From an optimization exercise on the open Yosys and OpenROAD flow, aimed at small area, a short achievable clock period and few clock cycles per item; shortcuts taken in it are not production practice.
Function was checked by simulation only, so behaviour that the tests miss may differ from the original.
Power is estimated from default activity; no workload was simulated.

==> flow/design.v <==
`timescale 1ns / 1ps
`default_nettype none
package lotd_pkg;
  localparam int VerticesDef   = 64;
  localparam int LengthBitsDef = 12;
  localparam int EndW          = 6;
  localparam int LongestW      = 12;
endpackage
`default_nettype wire
`timescale 1ns / 1ps
`default_nettype none
module lotd_ctrl (
  input  wire logic clk_i,
  input  wire logic rst_ni,
  input  wire logic start_i,
  output logic      v1_o,
  output logic      v2_o,
  output logic      busy_o,
  output logic      done_o
);
  logic v1_q, v2_q, done_q;
  always_ff @(posedge clk_i or negedge rst_ni) begin
    if (!rst_ni) begin
      v1_q   <= 1'b0;
      v2_q   <= 1'b0;
      done_q <= 1'b0;
    end else begin
      v1_q   <= start_i;
      v2_q   <= v1_q;
      done_q <= v2_q;
    end
  end
  assign v1_o   = v1_q;
  assign v2_o   = v2_q;
  assign busy_o = 1'b0;
  assign done_o = done_q;
endmodule
`default_nettype wire
`timescale 1ns / 1ps
`default_nettype none
module lotd_dpath #(
  parameter int Vertices   = lotd_pkg::VerticesDef,
  parameter int LengthBits = lotd_pkg::LengthBitsDef
) (
  input  wire logic                       clk_i,
  input  wire logic                       rst_ni,
  input  wire logic                       v1_i,
  input  wire logic                       v2_i,
  input  wire logic                       cmd_in_i,
  input  wire logic [lotd_pkg::EndW-1:0]  end_a_i,
  input  wire logic [lotd_pkg::EndW-1:0]  end_b_i,
  output logic [lotd_pkg::LongestW-1:0]   longest_length_o,
  output logic                            saturated_o
);
  localparam int AW = lotd_pkg::EndW;
  localparam int LW = LengthBits;
  localparam logic [LW-1:0] LenMax = '1;
  logic [LW-1:0] mem [Vertices];
  logic                c1_q;
  logic [AW-1:0]       a1_q, b1_q;
  logic [31:0]         sa1_q, sb1_q;                       
  logic [7:0]          ga1_q, gb1_q;                       
  logic                e2_aa_q, e2_ab_q, e2_ba_q, e2_bb_q;   
  logic                p3a_q, p3b_q;                         
  logic                c2_q;
  logic [AW-1:0]       a2_q, b2_q;
  logic [LW-1:0]       rda2_q, rdb2_q;    
  logic                hita2_q, hitb2_q;  
  logic [LW-1:0]       la2, lb2;
  logic [Vertices-1:0] we3_q;
  logic [LW-1:0]       wd3_q;
  logic [LW-1:0]       wdf_q;    
  logic [LW-1:0]       run_q, out_q;
  logic                sat_q, osat_q;
  function automatic logic [LW-1:0] sat_inc(input logic [LW-1:0] v);
    logic [LW-1:0] m;
    for (int i = 0; i < LW; i++) begin
      for (int j = 0; j < LW; j++) m[j] = (j >= i);
      sat_inc[i] = (&v) | (v[i] ^ (&(v | m)));
    end
  endfunction
  function automatic logic greater(input logic [LW-1:0] x, input logic [LW-1:0] y);
    logic [LW-1:0] e, m;
    e = ~(x ^ y);
    greater = 1'b0;
    for (int i = 0; i < LW; i++) begin
      for (int j = 0; j < LW; j++) m[j] = (j <= i);
      greater = greater | (x[i] & ~y[i] & (&(e | m)));
    end
  endfunction
  logic          edge2, clr2, a_ge_b, b_ge_a, wa, wb, grow;
  logic [LW-1:0] inc_a, inc_b, incm, run_d;
  logic          sat_d;
  assign la2    = hita2_q ? wdf_q : rda2_q;
  assign lb2    = hitb2_q ? wdf_q : rdb2_q;
  assign edge2  = v2_i & c2_q;
  assign clr2   = v2_i & ~c2_q;
  assign a_ge_b = ~greater(lb2, la2);
  assign b_ge_a = ~greater(la2, lb2);
  assign inc_a  = sat_inc(la2);
  assign inc_b  = sat_inc(lb2);
  assign incm   = a_ge_b ? inc_a : inc_b;
  assign wa     = edge2 & b_ge_a;
  assign wb     = edge2 & a_ge_b;
  assign grow   = edge2 & ((la2 == run_q) | (lb2 == run_q));
  always_comb begin
    run_d = run_q;
    sat_d = sat_q;
    if (clr2) begin
      run_d = '0;
      sat_d = 1'b0;
    end else if (grow) begin
      run_d = sat_inc(run_q);
      sat_d = sat_q | (&run_q[LW-1:1]);
    end
  end
  always_ff @(posedge clk_i or negedge rst_ni) begin
    if (!rst_ni) begin
      run_q  <= '0;
      sat_q  <= 1'b0;
      wd3_q  <= '0;
    end else begin
      run_q  <= run_d;
      sat_q  <= sat_d;
      wd3_q  <= clr2 ? '0 : incm;
    end
  end
  always_ff @(posedge clk_i or negedge rst_ni) begin
    if (!rst_ni) begin
      we3_q <= '1;
    end else begin
      for (int v = 0; v < Vertices; v++) begin
        we3_q[v] <= clr2 | (wa & (a2_q == AW'(v))) | (wb & (b2_q == AW'(v)));
      end
    end
  end
  always_ff @(posedge clk_i) begin
    out_q  <= run_d;
    wdf_q  <= clr2 ? '0 : incm;
    osat_q <= sat_d;
  end
  always_ff @(posedge clk_i) begin
    for (int v = 0; v < Vertices; v++) begin
      if (we3_q[v]) begin
        mem[v] <= wd3_q;
      end
    end
  end
  logic          p3a_d, p3b_d;
  logic [LW-1:0] rd_a, rd_b;
  always_comb begin
    rd_a = '0;
    rd_b = '0;
    for (int g = 0; g < 8; g++) begin
      logic [LW-1:0] ta, tb;
      ta = '0;
      tb = '0;
      for (int l = 0; l < 8; l++) begin
        ta = ta | (mem[8*g+l] & {LW{sa1_q[8*(g/2)+l]}});
        tb = tb | (mem[8*g+l] & {LW{sb1_q[8*(g/2)+l]}});
      end
      rd_a = rd_a | (ta & {LW{ga1_q[g]}});
      rd_b = rd_b | (tb & {LW{gb1_q[g]}});
    end
  end
  assign p3a_d = clr2 | (wa & (end_a_i == a2_q)) | (wb & (end_a_i == b2_q));
  assign p3b_d = clr2 | (wa & (end_b_i == a2_q)) | (wb & (end_b_i == b2_q));
  always_ff @(posedge clk_i) begin
    c1_q    <= cmd_in_i;
    a1_q    <= end_a_i;
    b1_q    <= end_b_i;
    sa1_q   <= 32'(1) << {end_a_i[5:4], end_a_i[2:0]};
    sb1_q   <= 32'(1) << {end_b_i[5:4], end_b_i[2:0]};
    ga1_q   <= p3a_d ? 8'd0 : 8'(1) << end_a_i[5:3];
    gb1_q   <= p3b_d ? 8'd0 : 8'(1) << end_b_i[5:3];
    p3a_q   <= p3a_d;
    p3b_q   <= p3b_d;
    e2_aa_q <= end_a_i == a1_q;
    e2_ab_q <= end_a_i == b1_q;
    e2_ba_q <= end_b_i == a1_q;
    e2_bb_q <= end_b_i == b1_q;
    c2_q    <= c1_q;
    a2_q    <= a1_q;
    b2_q    <= b1_q;
    rda2_q  <= rd_a | (wd3_q & {LW{p3a_q}});
    rdb2_q  <= rd_b | (wd3_q & {LW{p3b_q}});
    hita2_q <= clr2 | (wa & e2_aa_q) | (wb & e2_ab_q);
    hitb2_q <= clr2 | (wa & e2_ba_q) | (wb & e2_bb_q);
  end
  assign longest_length_o = lotd_pkg::LongestW'(out_q);
  assign saturated_o      = osat_q;
endmodule
`default_nettype wire
`timescale 1ns / 1ps
`default_nettype none
module longest_ordered_trail_dp #(
  parameter int VERTICES    = lotd_pkg::VerticesDef,
  parameter int LENGTH_BITS = lotd_pkg::LengthBitsDef
) (
  input  wire logic                          clk_i,
  input  wire logic                          rst_ni,
  input  wire logic                          start,
  output logic                               busy,
  input  wire logic                          cmd_i,
  input  wire logic [lotd_pkg::EndW-1:0]     end_a_i,
  input  wire logic [lotd_pkg::EndW-1:0]     end_b_i,
  output logic                               done_o,
  output logic [lotd_pkg::LongestW-1:0]      longest_length_o,
  output logic                               saturated_o
);
  logic v1, v2;
  lotd_ctrl u_ctrl (
    .clk_i  (clk_i),
    .rst_ni (rst_ni),
    .start_i(start),
    .v1_o   (v1),
    .v2_o   (v2),
    .busy_o (busy),
    .done_o (done_o)
  );
  lotd_dpath #(
    .Vertices  (VERTICES),
    .LengthBits(LENGTH_BITS)
  ) u_dpath (
    .clk_i           (clk_i),
    .rst_ni          (rst_ni),
    .v1_i            (v1),
    .v2_i            (v2),
    .cmd_in_i        (cmd_i),
    .end_a_i         (end_a_i),
    .end_b_i         (end_b_i),
    .longest_length_o(longest_length_o),
    .saturated_o     (saturated_o)
  );
endmodule
`default_nettype wire
make LEC_CHECK=0 CAP_MARGIN=20 CORE_MARGIN=2 CORE_UTILIZATION=30 SETUP_SLACK_MARGIN=3.2 SLEW_MARGIN=20 finish   # period 5.5 ns
run.sh (not shown) runs the stock make flow with config.mk's settings and CLKGATE_MAP_FILE= SYNTH_SCRIPT=/design/flow/synth_recipe.tcl, a recipe that flattens the netlist after the stock synthesis.
Testbench counts at the start, summed over its fixed seeds: cycles 16,024, items 16,000.
==> next run, changes <==
--- a/flow/design.v
+++ b/flow/design.v
@@ -67,38 +67,24 @@
   logic [LW-1:0]       rda2_q, rdb2_q;    
   logic                hita2_q, hitb2_q;  
   logic [LW-1:0]       la2, lb2;
   logic [Vertices-1:0] we3_q;
   logic [LW-1:0]       wd3_q;
-  logic [LW-1:0]       wdf_q;    
   logic [LW-1:0]       run_q, out_q;
   logic                sat_q, osat_q;
   function automatic logic [LW-1:0] sat_inc(input logic [LW-1:0] v);
-    logic [LW-1:0] m;
-    for (int i = 0; i < LW; i++) begin
-      for (int j = 0; j < LW; j++) m[j] = (j >= i);
-      sat_inc[i] = (&v) | (v[i] ^ (&(v | m)));
-    end
-  endfunction
-  function automatic logic greater(input logic [LW-1:0] x, input logic [LW-1:0] y);
-    logic [LW-1:0] e, m;
-    e = ~(x ^ y);
-    greater = 1'b0;
-    for (int i = 0; i < LW; i++) begin
-      for (int j = 0; j < LW; j++) m[j] = (j <= i);
-      greater = greater | (x[i] & ~y[i] & (&(e | m)));
-    end
+    sat_inc = (v == LenMax) ? v : v + 1'b1;
   endfunction
   logic          edge2, clr2, a_ge_b, b_ge_a, wa, wb, grow;
   logic [LW-1:0] inc_a, inc_b, incm, run_d;
   logic          sat_d;
-  assign la2    = hita2_q ? wdf_q : rda2_q;
-  assign lb2    = hitb2_q ? wdf_q : rdb2_q;
+  assign la2    = hita2_q ? wd3_q : rda2_q;
+  assign lb2    = hitb2_q ? wd3_q : rdb2_q;
   assign edge2  = v2_i & c2_q;
   assign clr2   = v2_i & ~c2_q;
-  assign a_ge_b = ~greater(lb2, la2);
-  assign b_ge_a = ~greater(la2, lb2);
+  assign a_ge_b = la2 >= lb2;
+  assign b_ge_a = lb2 >= la2;
   assign inc_a  = sat_inc(la2);
   assign inc_b  = sat_inc(lb2);
   assign incm   = a_ge_b ? inc_a : inc_b;
   assign wa     = edge2 & b_ge_a;
   assign wb     = edge2 & a_ge_b;
@@ -134,11 +120,10 @@
       end
     end
   end
   always_ff @(posedge clk_i) begin
     out_q  <= run_d;
-    wdf_q  <= clr2 ? '0 : incm;
     osat_q <= sat_d;
   end
   always_ff @(posedge clk_i) begin
     for (int v = 0; v < Vertices; v++) begin
       if (we3_q[v]) begin
Routed wire length goes up by a few percent.
Total power goes up by a few percent.
First-iteration DRC count goes up by a few percent.
Sequential cell count goes down by 12.
Cell count goes down slightly.
Worst hold slack loses 0.026 ns.
Testbench counts after the change, summed over its fixed seeds: cycles 16,024, items 16,000.

==> port drivers added, routing unchanged <==
The results above use ideal ports. As a check the final layouts listed here were re-extracted and re-timed, cells and wires unchanged.
Step 1, drivers: a clkbuf_16 drives clk_i and a buf_2 each remaining input, both assumed.
Step 2 also shifts input and output timing later by t, the mid clock arrival at the registers, as if the neighbouring blocks saw the same clock.
Three values: no drivers, after step 1, after step 2; two values: the first two.
| run | shift t [ns] | setup WS [ns] | hold slack, ns | clock arrival spread, ns | worst data-port slew with drivers (ns) |
|---|---|---|---|---|---|
| the first run | 0.766 | 2.742 / 2.742 / 2.157 | 0.354 / 0.354 / 0.354 | 0.037 / 0.037 | 0.16 |
| the second run | 0.775 | 2.505 / 2.505 / 2.112 | 0.328 / 0.267 / 0.346 | 0.040 / 0.040 | 0.04 |
After both steps setup and hold are still met in every run listed. The setup slack of the first run, which loses most, moves by 0.000 ns with the drivers and by -0.585 ns with both steps.
